This is an optimization exercise on Yosys and OpenROAD, whose aim is small area and a short achievable clock period, not a production implementation. Power is estimated from default activity; no workload was simulated.

==> inputs of run a <==
// mode_banks_top
module mode_banks_top (
    input  wire          clk,
    input  wire          rst,
    input  wire          reg_write,
    input  wire [23:0]   reg_wr,             
    input  wire          find_mode_req,
    input  wire [31:0]   meas,               
    output wire [3:0]    mode_match_safe,
    output wire          dirty_modes,
    output wire          mode_change,
    output wire          vid_mode_change,
    output wire [127:0]  timing
);
    wire [7:0]  wr_addr = reg_wr[23:16];
    wire [15:0] wr_data = reg_wr[15:0];
    logic [4*128-1:0] cfg;
    logic [3:0]       valid;
    logic [3:0]       dirty;
    logic             dirty_q;
    logic [3:0]       sel;        
    logic [3:0]       last;
    logic             change;
    logic             vchange;
    logic [127:0]     tim;
    logic [3:0] hit [9];
    always_comb begin
        for (int m = 0; m < 4; m++) begin
  ...
==> module mode_banks_top, before the edit <==
module mode_banks_top (
    input  wire          clk,
    input  wire          rst,
    input  wire          reg_write,
    input  wire [23:0]   reg_wr,             
    input  wire          find_mode_req,
    input  wire [31:0]   meas,               
    output wire [3:0]    mode_match_safe,
    output wire          dirty_modes,
    output wire          mode_change,
    output wire          vid_mode_change,
    output wire [127:0]  timing
);
    wire [7:0]  wr_addr = reg_wr[23:16];
    wire [15:0] wr_data = reg_wr[15:0];
    logic [4*128-1:0] cfg;
    logic [3:0]       valid;
    logic [3:0]       dirty;
    logic             dirty_q;
    logic [3:0]       sel;        
    logic [3:0]       last;
    logic             change;
    logic             vchange;
    logic [127:0]     tim;
    logic [3:0] hit [9];
    always_comb begin
        for (int m = 0; m < 4; m++) begin
            for (int o = 0; o < 9; o++) begin
                hit[o][m] = reg_write && (wr_addr == 8'(4 + 9 * m + o));
            end
        end
    end
    always_ff @(posedge clk) begin
        for (int m = 0; m < 4; m++) begin
            for (int o = 0; o < 8; o++) begin
                if (hit[o][m] && !valid[m]) begin
                    cfg[m*128 + (7-o)*16 +: 16] <= wr_data;
                end
            end
        end
    end
    logic [3:0] valid_n, dirty_n, match_n, sel_n, last_n, keep_n;
    logic       change_n;
    always_comb begin
        for (int m = 0; m < 4; m++) begin
            valid_n[m] = hit[8][m] ? wr_data[0] : valid[m];
            if (hit[8][m] && wr_data[0]) dirty_n[m] = 1'b1;
            else if (change && sel[m])   dirty_n[m] = 1'b0;
            else                         dirty_n[m] = dirty[m];
            match_n[m] = valid[m] &&
                         cfg[m*128 + 112 +: 16] == meas[31:16] &&
                         cfg[m*128 + 96  +: 16] == meas[15:0];
        end
        sel_n[0] = match_n[0];
        sel_n[1] = match_n[1] && !match_n[0];
        sel_n[2] = match_n[2] && !match_n[1] && !match_n[0];
        sel_n[3] = match_n[3] && !match_n[2] && !match_n[1] && !match_n[0];
        last_n = change ? sel : last;
        keep_n = ~last_n | dirty_n;
        change_n = find_mode_req && |(sel_n & keep_n);
    end
    always_ff @(posedge clk or posedge rst) begin
        if (rst) begin
            valid   <= '0;
            dirty   <= '0;
            dirty_q <= 1'b0;
            sel     <= '0;
            last    <= '0;
            change  <= 1'b0;
            vchange <= 1'b0;
        end else begin
            valid   <= valid_n;
            dirty   <= dirty_n;
            dirty_q <= |dirty;
            sel     <= sel_n;
            last    <= last_n;
            change  <= change_n;
            vchange <= change;
        end
    end
    logic [127:0] c;
    always_comb begin
        c = '0;
        for (int m = 0; m < 4; m++) begin
            c = c | ({128{sel[m]}} & cfg[m*128 +: 128]);
        end
    end
    wire [15:0] sc  = c[112 +: 16];
    wire [15:0] lc  = c[96  +: 16];
    wire [15:0] hfp = c[80  +: 16];
    wire [15:0] hsl = c[64  +: 16];
    wire [15:0] hb  = c[48  +: 16];
    wire [15:0] vfp = c[32  +: 16];
    wire [15:0] vsl = c[16  +: 16];
    wire [15:0] vb  = c[0   +: 16];
    function automatic logic [15:0] add16(input logic [15:0] a, input logic [15:0] b);
        logic [15:0] g, p, gg, pp;
        g = a & b;
        p = a ^ b;
        gg = g;
        pp = p;
        for (int d = 1; d < 16; d = d * 2) begin
            for (int i = 15; i >= d; i--) begin
                gg[i] = gg[i] | (pp[i] & gg[i-d]);
                pp[i] = pp[i] & pp[i-d];
            end
        end
        add16 = p ^ {gg[14:0], 1'b0};
    endfunction
    function automatic logic [15:0] add3(input logic [15:0] a, input logic [15:0] b, input logic [15:0] c);
        logic [15:0] s, y;
        s = a ^ b ^ c;
        y = (a & b) | (a & c) | (b & c);
        add3 = add16(s, {y[14:0], 1'b0});
    endfunction
    function automatic logic [15:0] add_m1(input logic [15:0] a, input logic [15:0] b);
        add_m1 = add16(~(a ^ b), {a[14:0] | b[14:0], 1'b0});
    endfunction
    wire [127:0] tim_n = {
        add_m1(sc, hb),
        add_m1(lc, vb),
        hb,
        add16(sc, hfp),
        add3(sc, hfp, hsl),
        vb,
        add16(lc, vfp),
        add3(lc, vfp, vsl)
    };
    localparam logic [127:0] tim_rst = {
        16'd1649, 16'd749, 16'd370, 16'd1390, 16'd1430, 16'd30, 16'd725, 16'd730
    };
    always_ff @(posedge clk or posedge rst) begin
        if (rst) begin
            tim <= tim_rst;
        end else if (change) begin
            tim <= tim_n;
        end
    end
    assign mode_match_safe = sel;
    assign dirty_modes     = dirty_q;
    assign mode_change     = change;
    assign vid_mode_change = vchange;
    assign timing          = tim;
endmodule
Settings: LEC_CHECK=0, CAP_MARGIN=20, CORE_MARGIN=2, CORE_UTILIZATION=40, SETUP_SLACK_MARGIN=3.0, SLEW_MARGIN=20; clock period 5.5 ns.
run.sh (not shown) runs the stock make flow with config.mk's settings and CLKGATE_MAP_FILE= SYNTH_SCRIPT=/design/flow/synth_recipe.tcl, a recipe that flattens the netlist after the stock synthesis.
==> inputs of run b, as changes to run a <==
--- a/flow/design.v
+++ b/flow/design.v
@@ -149,38 +149,15 @@
     wire [15:0] vfp = c[32  +: 16];
     wire [15:0] vsl = c[16  +: 16];
     wire [15:0] vb  = c[0   +: 16];
-    function automatic logic [15:0] add16(input logic [15:0] a, input logic [15:0] b);
-        logic [15:0] g, p, gg, pp;
-        g = a & b;
-        p = a ^ b;
-        gg = g;
-        pp = p;
-        for (int d = 1; d < 16; d = d * 2) begin
-            for (int i = 15; i >= d; i--) begin
-                gg[i] = gg[i] | (pp[i] & gg[i-d]);
-                pp[i] = pp[i] & pp[i-d];
-            end
-        end
-        add16 = p ^ {gg[14:0], 1'b0};
-    endfunction
-    function automatic logic [15:0] add3(input logic [15:0] a, input logic [15:0] b, input logic [15:0] c);
-        logic [15:0] s, y;
-        s = a ^ b ^ c;
-        y = (a & b) | (a & c) | (b & c);
-        add3 = add16(s, {y[14:0], 1'b0});
-    endfunction
-    function automatic logic [15:0] add_m1(input logic [15:0] a, input logic [15:0] b);
-        add_m1 = add16(~(a ^ b), {a[14:0] | b[14:0], 1'b0});
-    endfunction
     wire [127:0] tim_n = {
-        add_m1(sc, hb),
-        add_m1(lc, vb),
+        16'(sc + hb - 16'd1),
+        16'(lc + vb - 16'd1),
         hb,
-        add16(sc, hfp),
-        add3(sc, hfp, hsl),
+        16'(sc + hfp),
+        16'(sc + hfp + hsl),
         vb,
-        add16(lc, vfp),
-        add3(lc, vfp, vsl)
+        16'(lc + vfp),
+        16'(lc + vfp + vsl)
     };
     localparam logic [127:0] tim_rst = {
         16'd1649, 16'd749, 16'd370, 16'd1390, 16'd1430, 16'd30, 16'd725, 16'd730
--- a/flow/config.mk
+++ b/flow/config.mk
@@ -8,5 +8,4 @@
 export CAP_MARGIN = 20
 export CORE_MARGIN = 2
 export CORE_UTILIZATION = 40
-export SETUP_SLACK_MARGIN = 3.0
 export SLEW_MARGIN = 20
==> summary of the runs <==
- In run b the sequential share of layout area is higher than in run a, by 8.1 points.
- In sequential power, run b and run a hardly differ.
- Between run a and run b, the lower fmax is in run b (gap about 40%, measured against run b).
- Between run a and run b, the lower first-iteration DRC count is in run b (gap 5.2%, measured against run b).
- Between run a and run b, the lower clock skew is in run b (gap 0.0083 ns).
- Run b went through all stages and came out clean. Run a passed the timing, design-rule and antenna checks.
- Between run a and run b, the lower area after synthesis is in run b (gap 1.0%, measured against run b).
- Of run a and run b, run a has the higher synthesized cell count (gap about 1%, measured against run b).
No functional check of the RTL was part of any run of this note.

* * *

==> job 9475 <==
mode_banks_top, a different RTL version from the one above (not shown whole).
==> flow/config.mk <==
export PLATFORM = sky130hd
export DESIGN_NAME = mode_banks_top
export DESIGN_NICKNAME = mode_banks_top
export VERILOG_FILES = /design/flow/design.v
export SDC_FILE = /design/flow/constraint.sdc
export NUM_CORES = 4
export LEC_CHECK = 0
export CAP_MARGIN = 20
export CORE_MARGIN = 2
export CORE_UTILIZATION = 50
export PLACE_DENSITY = 0.75
export SETUP_SLACK_MARGIN = 2.5
export SLEW_MARGIN = 20
export SYNTH_HIERARCHICAL = 1
export SYNTH_MINIMUM_KEEP_SIZE = 0
==> flow/constraint.sdc <==
create_clock -name core_clock -period 5.5 [get_ports {clk}]
set_input_delay 1.1000 -clock core_clock [delete_from_list [all_inputs] [get_ports {clk}]]
set_output_delay 1.1000 -clock core_clock [all_outputs]
set_load 0.01 [all_outputs]
standard.sh (not shown) runs the stock make flow with config.mk's settings and CLKGATE_MAP_FILE= SYNTH_SCRIPT=/design/flow/synth_recipe.tcl, a recipe that flattens the netlist after the stock synthesis.
==> flow/flow/run.sh <==
#!/bin/bash
# The standard layout, except that the port buffers are buf_2 cells
# rather than the resizer's default pick (a slow delay buffer); repair may
# still resize them. Everything else is the standard flow unchanged.
set -euo pipefail
export BUFFER_PORTS_ARGS="-buffer_cell sky130_fd_sc_hd__buf_2"
bash standard.sh > standard.log 2>&1
==> job 8609: changes against job 9475 <==
--- a/flow/design.v
+++ b/flow/design.v
@@ -192,18 +192,18 @@
     wire [15:0] vsl = cfg[16  +: 16];
     wire [15:0] vb  = cfg[0   +: 16];
     wire [15:0] ht_s, ht_c, vt_s, vt_c, he_s, he_y, ve_s, ve_y;
     for (genvar i = 0; i < 16; i++) begin : g_csa
         mb_xnor2 i_hts (.a(sc[i]), .b(hb[i]), .y(ht_s[i]));
         mb_or2   i_htc (.a(sc[i]), .b(hb[i]), .y(ht_c[i]));
         mb_xnor2 i_vts (.a(lc[i]), .b(vb[i]), .y(vt_s[i]));
         mb_or2   i_vtc (.a(lc[i]), .b(vb[i]), .y(vt_c[i]));
-        mb_fa    i_he  (.a(hfp[i]), .b(hsl[i]), .c(sc[i]), .s(he_s[i]), .y(he_y[i]));
-        mb_fa    i_ve  (.a(vfp[i]), .b(vsl[i]), .c(lc[i]), .s(ve_s[i]), .y(ve_y[i]));
+        mb_fa    i_he  (.a(sc[i]), .b(hfp[i]), .c(hsl[i]), .s(he_s[i]), .y(he_y[i]));
+        mb_fa    i_ve  (.a(lc[i]), .b(vfp[i]), .c(vsl[i]), .s(ve_s[i]), .y(ve_y[i]));
     end
     wire [15:0] h_total, v_total, h_sync_start, h_sync_end, v_sync_start, v_sync_end;
     mb_add16 i_ht  (.a(ht_s), .b({ht_c[14:0], 1'b0}),.s(h_total));
     mb_add16 i_vt  (.a(vt_s), .b({vt_c[14:0], 1'b0}),.s(v_total));
     mb_add16 i_hss (.a(sc),   .b(hfp),                .s(h_sync_start));
     mb_add16 i_hse (.a(he_s), .b({he_y[14:0], 1'b0}), .s(h_sync_end));
     mb_add16 i_vss (.a(lc),   .b(vfp),                .s(v_sync_start));
     mb_add16 i_vse (.a(ve_s), .b({ve_y[14:0], 1'b0}), .s(v_sync_end));
@@ -231,17 +231,18 @@
     logic [3:0]       valid;
     logic [3:0]       dirty;
     logic             dirty_q;
     logic [3:0]       sel;        
     logic [3:0]       last;
     logic             change;
     logic             vchange;
     logic [127:0]     tim;
-    logic [3:0]       ld, ldx, ldn, ldxn;
+    logic [3:0]       ld;         
+    logic [3:0]       ldx;        
     logic             hold;       
     logic [3:0] hit [9];
     always_comb begin
         for (int m = 0; m < 4; m++) begin
             for (int o = 0; o < 9; o++) begin
                 hit[o][m] = reg_write && (wr_addr == 8'(4 + 9 * m + o));
             end
         end
@@ -262,99 +263,78 @@
             end
             always_ff @(posedge clk) begin
                 cfg[m*128 + (7-o)*16 +: 16] <= d;
             end
         end
     end
     logic [3:0] valid_n, dirty_n, match_n, sel_n, last_n, keep_n;
     logic       change_n;
-    logic [3:0] load_n;
     always_comb begin
         for (int m = 0; m < 4; m++) begin
             valid_n[m] = hit[8][m] ? wr_data[0] : valid[m];
             if (hit[8][m] && wr_data[0]) dirty_n[m] = 1'b1;
-            else if (ld[m])              dirty_n[m] = 1'b0;
+            else if (change && sel[m])   dirty_n[m] = 1'b0;
             else                         dirty_n[m] = dirty[m];
             match_n[m] = valid[m] &&
                          cfg[m*128 + 112 +: 16] == meas[31:16] &&
                          cfg[m*128 + 96  +: 16] == meas[15:0];
         end
         sel_n[0] = match_n[0];
         sel_n[1] = match_n[1] && !match_n[0];
         sel_n[2] = match_n[2] && !match_n[1] && !match_n[0];
         sel_n[3] = match_n[3] && !match_n[2] && !match_n[1] && !match_n[0];
-        last_n = hold ? last : ld;
+        last_n = change ? sel : last;
         keep_n = ~last_n | dirty_n;
-        load_n   = sel_n & keep_n & {4{find_mode_req}};
-        change_n = |load_n;
+        change_n = find_mode_req && |(sel_n & keep_n);
     end
     always_ff @(posedge clk or posedge rst) begin
         if (rst) begin
             valid   <= '0;
             dirty   <= '0;
             dirty_q <= 1'b0;
             sel     <= '0;
             last    <= '0;
             change  <= 1'b0;
             vchange <= 1'b0;
             ld      <= '0;
-            ldn     <= '1;
             hold    <= 1'b1;
         end else begin
             valid   <= valid_n;
             dirty   <= dirty_n;
             dirty_q <= |dirty;
             sel     <= sel_n;
             last    <= last_n;
             change  <= change_n;
-            vchange <= !hold;
-            ld      <= load_n;
-            ldn     <= ~load_n;
+            vchange <= change;
+            ld      <= sel_n & {4{change_n}};
             hold    <= !change_n;
         end
     end
     always_ff @(posedge clk) begin
-        ldx  <= load_n;
-        ldxn <= ~load_n;
+        ldx <= sel_n & {4{change_n}};
     end
     logic [127:0] c;
     always_comb begin
-        c[127:96] = '0;
-        c[95:64]  = '0;
-        c[63:32]  = '1;
-        c[31:0]   = '1;
+        c = '0;
         for (int m = 0; m < 4; m++) begin
-            c[127:96] = c[127:96] | ({32{ld[m]}}  & cfg[m*128 + 96 +: 32]);
-            c[95:64]  = c[95:64]  | ({32{ldx[m]}} & cfg[m*128 + 64 +: 32]);
-            c[63:32]  = c[63:32]  & ({32{ldn[m]}}  | cfg[m*128 + 32 +: 32]);
-            c[31:0]   = c[31:0]   & ({32{ldxn[m]}} | cfg[m*128 +: 32]);
+            c[127:64] = c[127:64] | ({64{ld[m]}}  & cfg[m*128 + 64 +: 64]);
+            c[63:0]   = c[63:0]   | ({64{ldx[m]}} & cfg[m*128 +: 64]);
         end
     end
     wire [127:0] tim_n;
     timing_calc i_timing_calc (.cfg(c), .tim(tim_n));
     localparam logic [127:0] tim_rst = {
         16'd1649, 16'd749, 16'd370, 16'd1390, 16'd1430, 16'd30, 16'd725, 16'd730
     };
-    wire         ld_any = !hold;
-    wire [127:0] tim_d;
-    for (genvar b = 0; b < 128; b++) begin : g_tim
-        mb_hold1 i_hold (
-            .we  (ld_any),
-            .wen (hold),
-            .wd  (tim_n[b]),
-            .q   (tim[b]),
-            .d   (tim_d[b])
-        );
-    end
     always_ff @(posedge clk or posedge rst) begin
         if (rst) begin
             tim <= tim_rst;
-        end else begin
-            tim <= tim_d;
+        end else if (!hold) begin
+            tim <= tim_n;
         end
     end
     assign mode_match_safe = sel;
     assign dirty_modes     = dirty_q;
     assign mode_change     = change;
     assign vid_mode_change = vchange;
     assign timing          = tim;
 endmodule
==> flow/run.sh (new file) <==
#!/bin/bash
# synth_recipe.tcl (not shown) runs the flow's synth.tcl, then flattens the netlist and writes it again
# the make line also repeats each setting of config.mk as NAME=value (left out here)
make -C /OpenROAD-flow-scripts/flow DESIGN_CONFIG=/design/flow/config.mk WORK_HOME=/design/flow/orfs CLKGATE_MAP_FILE= SYNTH_SCRIPT=/design/flow/synth_recipe.tcl finish
==> flow/config.mk (replaced) <==
export PLATFORM = sky130hd
export DESIGN_NAME = mode_banks_top
export DESIGN_NICKNAME = mode_banks_top
export VERILOG_FILES = /design/flow/design.v
export SDC_FILE = /design/flow/constraint.sdc
export NUM_CORES = 4
export LEC_CHECK = 0
export CAP_MARGIN = 20
export CORE_MARGIN = 2
export CORE_UTILIZATION = 40
export SLEW_MARGIN = 20
export SYNTH_HIERARCHICAL = 1
export SYNTH_MINIMUM_KEEP_SIZE = 0
removed: flow/flow/run.sh
removed: flow/standard.sh
==> results.txt <==
                                                                  job 9475                 job 8609
Largest net degree at the start of global routing                      157                       86
Critical path launch point                                      reg_wr[22]                    ld[3]
Cts repair resizes                                                      54                        0
Final sequential cell count                                            676                      668
Placer Congestion                                                    0.951                    0.923
Detailed Route WL                                                98,800 um               102,000 um
Cell count after placement                                           4,083                    4,300
Internal power                                                     8130 uW                  8350 uW
Setup Slack @ Placement                                            1.72 ns                  1.40 ns
Num CTS Buffers                                                         71                       75
Endpoint of the worst hold path                                   cfg[423]                 cfg[175]
Net switching power                                                2430 uW                  2510 uW
Detailed-route vias per instance                                      6.27                     5.74
Full die area                                                   64,400 um2               81,100 um2
Vias in the first global route                                      25,000                   24,700
Sum of routed wire segments on met1                              41,700 um                46,500 um
Critical path arrival                                              3.63 ns                  4.37 ns
Status                                             complete, no violations  complete, no violations
Function was not checked in any run of this note: the RTL went through the layout flow alone.

==> what the ideal ports hide <==
How much do the figures lean on ideal ports? The routed layouts below were timed once more, with nothing changed but the port constraints.
Step 1 assumes that a clkbuf_16 drives the clock port and a buf_2 every other input.
Step 2 moves the port delays by t, midway between the first and last clock arrival at a register: inputs arrive t later, outputs are due t later. That takes back most of the time a late clock gives input paths.
Three values: ideal ports, drivers, drivers and shift; two values: the first two.
run	t (ns)	setup WS [ns]	worst data-port slew with drivers (ns)
run a	0.684	1.796 / 1.796 / 1.796	0.10
run b	0.675	0.392 / 0.392 / 0.392	0.09
job 9475	0.669	2.422 / 2.461 / 1.792	0.10
job 8609	0.681	1.625 / 1.625 / 1.320	0.05
After both steps setup and hold are still met in every run listed. The setup slack of job 9475, which loses most, moves by +0.039 ns with the drivers and by -0.630 ns with both steps.
